Background: an optimization exercise with open tools, aiming at small area. Do not read the settings as production practice. Only simulation tests tie the RTL to the original design; equivalence was not proved. No activity file was given, so power comes from the tool's default toggle rates.

## flow/constraint.sdc

```tcl
create_clock -name core_clock -period 5.0 [get_ports {clock}]
set_input_delay 1.0000 -clock core_clock [delete_from_list [all_inputs] [get_ports {clock}]]
set_output_delay 1.0000 -clock core_clock [all_outputs]
set_load 0.01 [all_outputs]
```

## flow/config.mk

```make
export PLATFORM = sky130hd
export DESIGN_NAME = tpm_fifo_top
export DESIGN_NICKNAME = tpm_fifo_top
export VERILOG_FILES = /design/flow/design.v
export SDC_FILE = /design/flow/constraint.sdc
export NUM_CORES = 4
export LEC_CHECK = 0
export CAP_MARGIN = 5
export CORE_MARGIN = 2
export CORE_UTILIZATION = 45
export SETUP_SLACK_MARGIN = 0.2
export SLEW_MARGIN = 5
export SYNTH_HIERARCHICAL = 1
```

## flow/standard.sh

```bash
#!/bin/bash
# synth_recipe.tcl (not shown) runs the flow's synth.tcl, then flattens the netlist and writes it again
# the make line also repeats each setting of config.mk as NAME=value (left out here)
make -C /OpenROAD-flow-scripts/flow DESIGN_CONFIG=/design/flow/config.mk WORK_HOME=/design/flow/orfs CLKGATE_MAP_FILE= SYNTH_SCRIPT=/design/flow/synth_recipe.tcl "${@:-finish}"
```

## flow/flow/run.sh

```bash
#!/bin/bash
# Standard ORFS layout (the standard.sh, standard synthesis unchanged) with
# layout-only settings: small port buffers, a clock tree of clkbuf_8 without
# dummy loads, no footprint-locked resizing, plain (not timing-driven) global
# placement. make's output goes to standard.log; each ORFS step keeps its own
# log under orfs/logs.
set -euo pipefail
bash standard.sh \
	"BUFFER_PORTS_ARGS=-buffer_cell sky130_fd_sc_hd__buf_1" \
	"MATCH_CELL_FOOTPRINT=0" \
	"GPL_TIMING_DRIVEN=0" \
	"CTS_ARGS=-sink_clustering_enable -repair_clock_nets -dont_use_dummy_load -buf_list sky130_fd_sc_hd__clkbuf_8 -sink_clustering_size 16 -sink_clustering_max_diameter 60" \
	finish > standard.log 2>&1
```

## flow/design.v

```verilog
package tpm_fifo_pkg;
endpackage
`timescale 1ns/1ps
module tpm_data_buffer
(
	input  logic                   clock,
	input  logic                   reset_n,
	input  logic                   clear_i,
	input  logic                   fifo_wr_i,
	input  logic                   fifo_rd_i,
	input  logic [7:0]             wdata_i,
	input  logic                   exec_i,
	output logic [7:0]             rdata_o,		 
	output logic                   cmd_complete_o,
	output logic                   rsp_empty_o,
	input  logic [6-1:0] cmd_rd_addr_i,
	output logic [7:0]             cmd_byte_o,
	input  logic                   rsp_we_i,
	input  logic [7:0]             rsp_byte_i
);
	logic [7:0] cmd_mem [64];
	logic [7:0] rsp_mem [64];
	logic [6:0] cmd_cnt;	 
	logic [6:0] rsp_top;	 
	logic cmd_take, rsp_take, size_big;
	logic [8*64-1:0] cmd_flat, rsp_flat;
	logic [64-1:0] cmd_wr_row, cmd_rd_row, rsp_rd_row;
	assign cmd_take = fifo_wr_i && !cmd_complete_o && !cmd_cnt[6];
	assign rsp_take = rsp_we_i && exec_i && (rsp_top != 7'd63);
	assign size_big       = (|cmd_mem[2]) || (|cmd_mem[3]) || (|cmd_mem[4]) || cmd_mem[5][7];
	assign cmd_complete_o = (cmd_cnt >= 6) && !size_big && (cmd_cnt >= {1'b0, cmd_mem[5][6:0]});
	always_comb
	begin
		for (int i = 0; i < 64; i++)
		begin
			cmd_flat[8 * i +: 8] = cmd_mem[i];
			rsp_flat[8 * i +: 8] = rsp_mem[i];
		end
	end
	tpm_row_dec_en i_cmd_wr_dec (.idx_i(cmd_cnt[6-1:0]), .en_i(cmd_take), .row_o(cmd_wr_row));
	tpm_row_dec i_cmd_rd_dec (.idx_i(cmd_rd_addr_i), .row_o(cmd_rd_row));
	tpm_buf_read i_cmd_read (.row_i(cmd_rd_row), .mem_i(cmd_flat), .byte_o(cmd_byte_o));
	always_ff @(posedge clock)
	begin
		for (int i = 0; i < 64; i++)
			if (cmd_wr_row[i])
				cmd_mem[i] <= wdata_i;
	end
	assign rsp_empty_o = rsp_top[6];
	tpm_row_dec i_rsp_rd_dec (.idx_i(rsp_top[6-1:0]), .row_o(rsp_rd_row));
	tpm_buf_read i_rsp_read (.row_i(rsp_rd_row), .mem_i(rsp_flat), .byte_o(rdata_o));
	always_ff @(posedge clock)
	begin
		if (rsp_take)
		begin
			rsp_mem[0] <= rsp_byte_i;
			for (int i = 1; i < 64; i++)
				rsp_mem[i] <= rsp_mem[i - 1];
		end
	end
	always_ff @(posedge clock or negedge reset_n)
	begin
		if (!reset_n)
		begin
			cmd_cnt <= '0;
			rsp_top <= '1;
		end
		else if (clear_i)
		begin
			cmd_cnt <= '0;
			rsp_top <= '1;
		end
		else
		begin
			if (cmd_take)
				cmd_cnt <= cmd_cnt + 1'b1;
			if (rsp_take)
				rsp_top <= rsp_top + 1'b1;
			else if (fifo_rd_i)	 
				rsp_top <= rsp_top - 1'b1;
		end
	end
endmodule
module tpm_row_dec
(
	input  logic [6-1:0]   idx_i,
	output logic [64-1:0] row_o
);
	logic [6-1:0] idx_n;
	logic [7:0] hi_n, lo_n;
	for (genvar k = 0; k < 6; k++)
	begin : g_inv
		tpm_inv i_inv (.a_i(idx_i[k]), .y_o(idx_n[k]));
	end
	for (genvar v = 0; v < 8; v++)
	begin : g_pre
		tpm_nand3 i_hi
		(
			.a_i({v[2] ? idx_i[5] : idx_n[5], v[1] ? idx_i[4] : idx_n[4], v[0] ? idx_i[3] : idx_n[3]}),
			.y_o(hi_n[v])
		);
		tpm_nand3 i_lo
		(
			.a_i({v[2] ? idx_i[2] : idx_n[2], v[1] ? idx_i[1] : idx_n[1], v[0] ? idx_i[0] : idx_n[0]}),
			.y_o(lo_n[v])
		);
	end
	for (genvar r = 0; r < 64; r++)
	begin : g_row
		tpm_nor2 i_nor2 (.a_i(hi_n[r / 8]), .b_i(lo_n[r % 8]), .y_o(row_o[r]));
	end
endmodule
module tpm_row_dec_en
(
	input  logic [6-1:0]   idx_i,
	input  logic                     en_i,
	output logic [64-1:0] row_o
);
	logic [6-1:0] idx_n;
	logic [7:0] hi_n, lo_n;
	logic en_n;
	for (genvar k = 0; k < 6; k++)
	begin : g_inv
		tpm_inv i_inv (.a_i(idx_i[k]), .y_o(idx_n[k]));
	end
	tpm_inv i_inv_en (.a_i(en_i), .y_o(en_n));
	for (genvar v = 0; v < 8; v++)
	begin : g_pre
		tpm_nand3 i_hi
		(
			.a_i({v[2] ? idx_i[5] : idx_n[5], v[1] ? idx_i[4] : idx_n[4], v[0] ? idx_i[3] : idx_n[3]}),
			.y_o(hi_n[v])
		);
		tpm_nand3 i_lo
		(
			.a_i({v[2] ? idx_i[2] : idx_n[2], v[1] ? idx_i[1] : idx_n[1], v[0] ? idx_i[0] : idx_n[0]}),
			.y_o(lo_n[v])
		);
	end
	for (genvar r = 0; r < 64; r++)
	begin : g_row
		tpm_nor3 i_nor3 (.a_i({hi_n[r / 8], lo_n[r % 8], en_n}), .y_o(row_o[r]));
	end
endmodule
module tpm_nor3
(
	input  logic [2:0] a_i,
	output logic       y_o
);
	assign y_o = !(|a_i);
endmodule
module tpm_nand2
(
	input  logic a_i,
	input  logic b_i,
	output logic y_o
);
	assign y_o = !(a_i && b_i);
endmodule
module tpm_inv
(
	input  logic a_i,
	output logic y_o
);
	assign y_o = !a_i;
endmodule
module tpm_nand3
(
	input  logic [2:0] a_i,
	output logic       y_o
);
	assign y_o = !(&a_i);
endmodule
module tpm_nor2
(
	input  logic a_i,
	input  logic b_i,
	output logic y_o
);
	assign y_o = !(a_i || b_i);
endmodule
module tpm_buf_read
(
	input  logic [64-1:0]   row_i,
	input  logic [8*64-1:0] mem_i,	 
	output logic [7:0]                  byte_o
);
	for (genvar b = 0; b < 8; b++)
	begin : g_bit
		logic [64-1:0] col;
		for (genvar r = 0; r < 64; r++)
		begin : g_row
			assign col[r] = mem_i[8 * r + b];
		end
		tpm_ao64 i_ao64 (.sel_i(row_i), .d_i(col), .y_o(byte_o[b]));
	end
endmodule
module tpm_ao64
(
	input  logic [63:0] sel_i,
	input  logic [63:0] d_i,
	output logic        y_o
);
	logic [21:0] n;
	logic [5:0] p;
	for (genvar k = 0; k < 21; k++)
	begin : g_aoi
		tpm_aoi3 i_aoi3 (.s_i(sel_i[3 * k +: 3]), .d_i(d_i[3 * k +: 3]), .y_o(n[k]));
	end
	tpm_nand2 i_nand2_last (.a_i(sel_i[63]), .b_i(d_i[63]), .y_o(n[21]));
	for (genvar k = 0; k < 5; k++)
	begin : g_nand4
		tpm_nand4 i_nand4 (.a_i(n[4 * k +: 4]), .y_o(p[k]));
	end
	tpm_nand2 i_nand2_p5 (.a_i(n[20]), .b_i(n[21]), .y_o(p[5]));
	tpm_or6 i_or6 (.a_i(p), .y_o(y_o));
endmodule
module tpm_nand4
(
	input  logic [3:0] a_i,
	output logic       y_o
);
	assign y_o = !(&a_i);
endmodule
module tpm_or6
(
	input  logic [5:0] a_i,
	output logic       y_o
);
	logic [2:0] n;
	for (genvar k = 0; k < 3; k++)
	begin : g_nor
		tpm_nor2 i_nor2 (.a_i(a_i[2 * k]), .b_i(a_i[2 * k + 1]), .y_o(n[k]));
	end
	tpm_nand3 i_nand3 (.a_i(n), .y_o(y_o));
endmodule
module tpm_aoi3
(
	input  logic [2:0] s_i,
	input  logic [2:0] d_i,
	output logic       y_o
);
	assign y_o = !(|(s_i & d_i));
endmodule
`timescale 1ns/1ps
module tpm_fifo_top
(
	input  logic                     clock,
	input  logic                     reset_n,
	input  logic                     req_i,		 
	input  logic                     we_i,
	input  logic [16-1:0]   addr_i,	 
	input  logic [7:0]               wdata_i,
	output logic [7:0]               rdata_o,
	input  logic [6-1:0]   cmd_rd_addr_i,
	output logic [7:0]               cmd_byte_o,
	input  logic                     rsp_we_i,
	input  logic [7:0]               rsp_byte_i,
	output logic                     exec_start_o,
	input  logic                     exec_done_i,
	output logic                     pirq_n_o,
	output logic [5-1:0]  locality_o
);
	logic [11:0] ofs;
	logic [5-1:0] loc_sel;
	logic loc_ok, allow, acc_hit, acc_wr, reg_wr, sts_wr, fifo_hit;
	logic cmd_ready_wr, go_wr, fifo_wr, fifo_rd, int_en_wr, int_glob_wr, int_stat_clr;
	logic [7:0] fifo_rdata, access_byte, sts_byte, rd_byte;
	logic st_ready, st_rx, st_exec, st_compl, st_idle;
	logic to_idle, cmd_complete, rsp_empty, expect_flag, data_avail;
	logic loc_change;
	logic [5-1:0] req_use, req_all, grant, above, seized_loc, been_seized;
	logic seize_hi, seized;
	logic glob_en, cr_en, lc_en, da_en, cr_sts, lc_sts, da_sts, cr_q, da_q;
	assign ofs = addr_i[11:0];
	always_comb
	begin
		for (int i = 0; i < 5; i++)
			loc_sel[i] = (addr_i[15:12] == 4'(i));
	end
	assign loc_ok   = |loc_sel;
	assign allow    = |(loc_sel & locality_o);
	assign acc_hit  = loc_ok && (ofs == 12'h000);	 
	assign fifo_hit = (ofs >= 12'h024 && ofs <= 12'h027) ||
	                  (ofs >= 12'h080 && ofs <= 12'h083);
	assign acc_wr       = req_i && we_i && acc_hit;
	assign reg_wr       = req_i && we_i && allow;
	assign sts_wr       = reg_wr && (ofs == 12'h018);
	assign cmd_ready_wr = sts_wr && wdata_i[6];
	assign go_wr        = sts_wr && wdata_i[5];
	assign int_en_wr    = reg_wr && (ofs == 12'h008);
	assign int_glob_wr  = reg_wr && (ofs == 12'h008 + 12'd3);
	assign int_stat_clr = reg_wr && (ofs == 12'h010);
	assign fifo_wr      = reg_wr && fifo_hit && (st_ready || st_rx);	 
	assign fifo_rd      = req_i && !we_i && allow && fifo_hit && data_avail;
	assign access_byte =
	{
		1'b1,				 
		1'b0,
		allow,				 
		|(been_seized & loc_sel),
		1'b0,				 
		|(req_use & ~loc_sel),		 
		|(req_use & loc_sel),		 
		1'b1				 
	};
	assign sts_byte = {1'b1, st_ready, 1'b0, data_avail, expect_flag, 3'b000};
	always_comb
	begin
		case (ofs)
		12'h000: rd_byte = access_byte;
		12'h008: rd_byte = {cr_en, 3'b000, 1'b1, lc_en, 1'b0, da_en};	 
		12'h009: rd_byte = 8'h00;
		12'h00A: rd_byte = 8'h00;
		12'h00B: rd_byte = {glob_en, 7'd0};
		12'h010: rd_byte = {cr_sts, 4'd0, lc_sts, 1'b0, da_sts};
		12'h011: rd_byte = 8'h00;
		12'h012: rd_byte = 8'h00;
		12'h013: rd_byte = 8'h00;
		12'h014: rd_byte = 32'h3000_07D5 & 8'hFF;
		12'h015: rd_byte = (32'h3000_07D5 >> 8) & 8'hFF;
		12'h016: rd_byte = (32'h3000_07D5 >> 16) & 8'hFF;
		12'h017: rd_byte = (32'h3000_07D5 >> 24) & 8'hFF;
		12'h018: rd_byte = sts_byte;
		12'h019: rd_byte = 16'd64 & 8'hFF;
		12'h01A: rd_byte = (16'd64 >> 8) & 8'hFF;
		12'h01B: rd_byte = 8'h04;
		12'h030: rd_byte = 32'h0006_0100 & 8'hFF;
		12'h031: rd_byte = (32'h0006_0100 >> 8) & 8'hFF;
		12'h032: rd_byte = (32'h0006_0100 >> 16) & 8'hFF;
		12'h033: rd_byte = (32'h0006_0100 >> 24) & 8'hFF;
		12'hF00: rd_byte = 16'h3037 & 8'hFF;
		12'hF01: rd_byte = (16'h3037 >> 8) & 8'hFF;
		12'hF02: rd_byte = 16'h5654 & 8'hFF;
		12'hF03: rd_byte = (16'h5654 >> 8) & 8'hFF;
		default: rd_byte = 8'hFF;	 
		endcase
		if (fifo_hit)
			rd_byte = data_avail ? fifo_rdata : 8'hFF;	 
		if (!allow && !acc_hit)
			rd_byte = 8'hFF;	 
	end
	always_ff @(posedge clock or negedge reset_n)
	begin
		if (!reset_n)
			rdata_o <= 8'hFF;
		else
			rdata_o <= (req_i && !we_i) ? rd_byte : 8'hFF;
	end
	assign req_all = req_use | ((acc_wr && (wdata_i[1] || wdata_i[3])) ? loc_sel & ~locality_o : '0);
	always_comb
	begin
		for (int i = 0; i < 5; i++)
			grant[i] = req_all[i] && !(|(req_all >> (i + 1)));
	end
	always_comb
	begin
		above[0] = 1'b0;
		for (int i = 1; i < 5; i++)
			above[i] = above[i - 1] | locality_o[i - 1];
	end
	assign seize_hi = acc_wr && wdata_i[3] && |(loc_sel & above);
	assign seized   = |seized_loc;
	always_ff @(posedge clock or negedge reset_n)
	begin
		if (!reset_n)
		begin
			locality_o  <= '0;
			loc_change  <= 1'b0;
			req_use     <= '0;
			seized_loc  <= '0;
			been_seized <= '0;
		end
		else
		begin
			if (loc_change)
			begin
				locality_o <= grant;		 
				loc_change <= 1'b0;
			end
			else if (locality_o == '0)
				loc_change <= |req_all;
			else if (seize_hi || (acc_wr && wdata_i[5] && allow))	 
			begin
				locality_o <= '0;
				loc_change <= 1'b1;
			end
			req_use    <= req_all & ~((acc_wr && wdata_i[5]) ? loc_sel : '0) & ~(loc_change ? grant : '0);
			seized_loc <= seize_hi ? locality_o : '0;	 
			been_seized <= seized_loc | (been_seized & ~((acc_wr && wdata_i[4]) ? loc_sel : '0));
		end
	end
	assign st_idle     = !(st_ready || st_rx || st_exec || st_compl);
	assign expect_flag = st_rx && !cmd_complete;
	assign data_avail  = st_compl && !rsp_empty;
	assign to_idle     = seized || (cmd_ready_wr && (st_rx || st_exec || st_compl));
	always_ff @(posedge clock or negedge reset_n)
	begin
		if (!reset_n)
		begin
			{st_ready, st_rx, st_exec, st_compl} <= 4'b0000;
			exec_start_o <= 1'b0;
		end
		else
		begin
			exec_start_o <= 1'b0;
			if (to_idle)
				{st_ready, st_rx, st_exec, st_compl} <= 4'b0000;
			else
			begin
				if (st_idle && cmd_ready_wr)
					st_ready <= 1'b1;
				if (st_ready && fifo_wr)	 
				begin
					st_ready <= 1'b0;
					st_rx    <= 1'b1;
				end
				if (st_rx && go_wr && cmd_complete)	 
				begin
					st_rx        <= 1'b0;
					st_exec      <= 1'b1;
					exec_start_o <= 1'b1;
				end
				if (st_exec && exec_done_i)
				begin
					st_exec  <= 1'b0;
					st_compl <= 1'b1;
				end
			end
		end
	end
	always_ff @(posedge clock or negedge reset_n)
	begin
		if (!reset_n)
		begin
			{glob_en, cr_en, lc_en, da_en} <= 4'b0000;
			{cr_sts, lc_sts, da_sts} <= 3'b000;
		end
		else
		begin
			if (int_glob_wr)
				glob_en <= wdata_i[7];
			if (int_en_wr)
			begin
				cr_en <= wdata_i[7];
				lc_en <= wdata_i[2];
				da_en <= wdata_i[0];
			end
			cr_sts <= (glob_en && cr_en && st_ready && !cr_q) || (cr_sts && !(int_stat_clr && wdata_i[7]));
			lc_sts <= (glob_en && lc_en && loc_change) || (lc_sts && !(int_stat_clr && wdata_i[2]));
			da_sts <= (glob_en && da_en && data_avail && !da_q) || (da_sts && !(int_stat_clr && wdata_i[0]));
		end
	end
	assign pirq_n_o = !(cr_sts || lc_sts || da_sts);
	always_ff @(posedge clock)
	begin
		cr_q <= st_ready;
		da_q <= data_avail;
	end
	tpm_data_buffer i_tpm_data_buffer
	(
		.clock(clock), .reset_n(reset_n),
		.clear_i(to_idle), .fifo_wr_i(fifo_wr), .fifo_rd_i(fifo_rd), .wdata_i(wdata_i),
		.exec_i(st_exec), .rdata_o(fifo_rdata),
		.cmd_complete_o(cmd_complete), .rsp_empty_o(rsp_empty),
		.cmd_rd_addr_i(cmd_rd_addr_i), .cmd_byte_o(cmd_byte_o),
		.rsp_we_i(rsp_we_i), .rsp_byte_i(rsp_byte_i)
	);
endmodule
```

==> run notes <==
-- modules after synthesis (local to each module, per instance), excerpt --
module / flip-flops and latches / copies in the design
tpm_nand3: 0 / 64
tpm_nand2: 0 / 32
tpm_data_buffer: 1038 / 1
tpm_nor3: 0 / 64
tpm_fifo_top: 43 / 1
tpm_inv: 0 / 19
tpm_nand4: 0 / 80
tpm_nor2: 0 / 176
tpm_aoi3: 0 / 336
-- per-layer routing --
| layer | up-vias | share of wire, % | global-route usage (%) |
|---|---|---|---|
| li1 | 10071 | - | - |
| met1 | 12065 | 43 | 30.02 |
| met2 | 1167 | 46 | 31.58 |
| met3 | 177 | 8.3 | 3.317 |
| met4 | 0 | 3.2 | 7.046 |
| met5 | - | 0 | 0 |
-- power by group through the flow --
stage | registers [mW] | clock network (mW) | logic (mW)
6_report | 9.82 | 4.14 | 0.310
5_1_grt | 9.82 | 4.58 | 0.330
4_1_cts | 9.82 | 4.28 | 0.304
3_5_place_dp | 10.0 | 0 | 0.303
3_3_place_gp | 10.0 | 0 | 0.277
2_1_floorplan | 10.0 | 0 | 0.100
-- registers in the layout (all words and copies together), names as in the netlist, 5 cells and up --
register,count
seized_loc,5
i_tpm_data_buffer.cmd_cnt,7
i_tpm_data_buffer.cmd_mem,512
locality_o,5
i_tpm_data_buffer.rsp_mem,512
been_seized,5
req_use,5
rdata_o,8
i_tpm_data_buffer.rsp_top,7
-- per-stage QoR --
stage | worst slack, ns | total power [mW] | util [%]
2_1_floorplan | -4.729 | 10.12 | -
3_3_place_gp | -7.703 | 10.31 | 47.59
5_1_grt | 0.2098 | 14.73 | 49.51
6_report | 0.2537 | 14.27 | 49.51
4_1_cts | 0.1772 | 14.40 | 49.45
3_5_place_dp | -0.1005 | 10.32 | 48.11
-- cell type report --
cell class              count  share of cell area (%)
plain buffers              15                  0.1682
well taps                1165                   3.321
inverters                  37                  0.3336
diodes                      5                 0.02851
flip-flops and latches   1081                   73.34
multi-input cells        1106                   18.52
clock buffers              86                   2.697
repair buffers             85                   1.591
-- Yosys cell counts, types with 15 or more instances --
cell type and count:
nor3_1 18, dfrtp_1 40, a222oi_1 336, nand4_1 84, nor2_1 230, inv_1 37, nor3_2 67, nand3_1 75
a21oi_1 26, nand2_1 70, dfstp_2 15, edfxtp_1 1024
-- critical path: stages --
cell and delay (ns):
buf_1 0.27, inv_1 0.19, nand3_2 0.41, nor2_1 0.27, a222oi_1 0.52, nand4_1 0.34, nor2_1 0.39, nand3_1 0.17
buf_1 0.17
-- cells by family after synthesis --
kind of cell,count (synthesis)
AOI/OAI and AO/OA,443
adders and majority gates,15
muxes,19
buffers and inverters,52
DFF,1081
and+or+nand+nor,624
xor gates and xnor gates,5
-- path summary, 6_finish.rpt --
path                                             startpoint                          endpoint  slack (ns)  cells after the start
max in group asynchronous                           reset_n      i_tpm_data_buffer.rsp_top[3]        4.16                      2
min                                                 reset_n                      exec_start_o        0.19                      1
min in group core_clock    i_tpm_data_buffer.rsp_mem[46][6]  i_tpm_data_buffer.rsp_mem[47][6]        0.40                      0
max                                        cmd_rd_addr_i[0]                     cmd_byte_o[2]        0.25                      9
max reg2reg                    i_tpm_data_buffer.rsp_top[2]  i_tpm_data_buffer.rsp_mem[61][7]        1.12                      7
min reg2reg                i_tpm_data_buffer.rsp_mem[46][6]  i_tpm_data_buffer.rsp_mem[47][6]        0.40                      0
-- what timing repair did --
| action | 4_1_cts | 5_1_grt |
|---|---|---|
| resized for setup | 2 | 8 |
| buffers inserted | 0 | 0 |
| setup endpoints to repair | 5 | 7 |
==> results.sh <==
export IMPL_synth_compound_area_share_pct=10.22
export IMPL_pwr_share_seq_pct=68.8
export IMPL_synth_area_leaders="edfxtp_1 76%, a222oi_1 8.3%, dfrtp_1 2.5%"
export IMPL_htreeDepth=3
export IMPL_final_nets=2471
export IMPL_worst_hold_slack_ns=0.1935
export IMPL_cts_buffers_inserted=86
export IMPL_dieWidth_um=303.7
export IMPL_synth_seq_cells=1081
export IMPL_hp_class="input pin to async pin"
export IMPL_ctsLongestPathBuffers=3
export IMPL_antenna_found_initial=1
export IMPL_grtUsageTotal_pct=20.56
export IMPL_cp_max_fo=8
export IMPL_n_fill_cell=7256
export IMPL_grt_pass1_wl_um=144800
export IMPL_cts_tree="yes"
export IMPL_final_seq_area_mm2=0.03218
export IMPL_combPwrFrac_pct=2.2
export IMPL_final_hold_viol_count=0
export IMPL_vdd_drop_max_uv=213.2
export IMPL_status="complete, no violations"
export IMPL_clkSlewWorstSetupHoldPaths_ns=0.10
export IMPL_drc=0
export IMPL_ys_seq_area_share_pct=79.61
export IMPL_internal_power_mw=11.43
export IMPL_grt_pass1_vias=22947
export IMPL_start_util_pct=45.60
export IMPL_numClockSinks=1081
export IMPL_area_growth_pct=8.554
export IMPL_yosysWarnings=10
export IMPL_switchingPower_mw=2.845
export IMPL_rsz0062_at_grt="false"
export IMPL_finalSetupViolations=0
export IMPL_port_buffers=63
export IMPL_ctsHoldBuffers=0
export IMPL_vias=23480
export IMPL_finalInstanceArea_mm2=0.04389
export IMPL_synth_top_area_cell="edfxtp_1"
export IMPL_fin_setup_tns_ns=0
export IMPL_slew_headroom_pct=25.87
export IMPL_min_period_over_period_pct=94.93
export IMPL_yosys_area_share_simple_pct=8.545
export IMPL_synth_ff_type="edfxtp_1"
export IMPL_synthAdderAreaFrac_pct=0.4828
export IMPL_gp_congestion=0.8487
export IMPL_syn_inst=2239
export IMPL_final_max_slew_viol_count=0
export IMPL_worst_slew_pin_slew_ns=1.109
export IMPL_finClkSkew_ns=0.08951
export IMPL_vias_per_cell=6.559
export IMPL_die_h_um=303.7
export IMPL_drt_iter0_markers=4129
export IMPL_maxCapViolations=0
export IMPL_dp_cells=3489
export IMPL_placed_cell_area_mm2=0.04264
export IMPL_synthXorXnorAreaFrac_pct=0.1083
export IMPL_required_ns=4.00
export IMPL_pin_count=67
export IMPL_cp_start_kind="input pin"
export IMPL_syn_avg_cell_area_um2=18.06
export IMPL_ys_async_sr_fraction_pct=5.088
export IMPL_grt_max_degree=72
export IMPL_wl_um=97230
export IMPL_clkLatencyLatePin_ns=0.74
export IMPL_layout_cells_non_filler=3580
export IMPL_root_buffer="clkbuf_8"
export IMPL_min_period_ns=4.746
export IMPL_grt_overflow=0
export IMPL_synth_edf_count=1024
export IMPL_multi_input_area_mm2=0.008129
export IMPL_synthDistinctLibCells=78
export IMPL_powerDensity_mw_per_mm2=325.2
export IMPL_synthDominantCellAreaShare_pct=76.06
export IMPL_wl_per_cell_um=27.16
export IMPL_max_freq_mhz=210.7
export IMPL_core_area_mm2=0.08865
export IMPL_row_count=109
export IMPL_dieArea_mm2=0.09225
export IMPL_drive_gt1_share_pct=10.54
export IMPL_dp_hpwl_um=64570
export IMPL_layout_cells_most_common="edfxtp_1"
export IMPL_switching_share_pct=19.94
export IMPL_crit_arrival_ns=3.75
export IMPL_synth_mux_area_fraction_pct=0.5045
export IMPL_crit_type="input pin to output pin"
export IMPL_synth_area_mm2=0.04043
export IMPL_syn_num_nets=2298
export IMPL_synth_top_family_by_area="compound AO/OA/AOI/OAI gates"
export IMPL_ant_nets=0
export IMPL_p_leak_nw=12.91
export IMPL_drtPass1Iterations=6
export IMPL_clock_power_share_pct=29.0
export IMPL_final_cell_mix="1024 x edfxtp_1, 336 x a222oi_1, 228 x nor2_1"
export IMPL_crit_path_end_kind="output pin"

-- afterwards: timing with drivers on the ports --
No port has a modelled driver above. Below, the same layout with a new extraction and two added sets of constraints.
Step 1, drivers: a clkbuf_16 drives clock and a buf_2 each remaining input, both assumed.
Step 2 also shifts input and output timing later by t, the mid clock arrival at the registers, as if the neighbouring blocks saw the same clock.
Three values: ideal, step 1, step 2; two values: the first two.
t (ns): 0.753
setup slack, ns: 0.254 / 0.228 / -0.064
worst setup path at the end: input to register
latest minus earliest clock arrival (ns): 0.112 / 0.112
worst slew at a driven data input, ns: 0.05
With both steps, setup timing fails in this run, where it was met with ideal ports. The setup slack of this run moves by -0.026 ns with the drivers and by -0.318 ns with both steps.
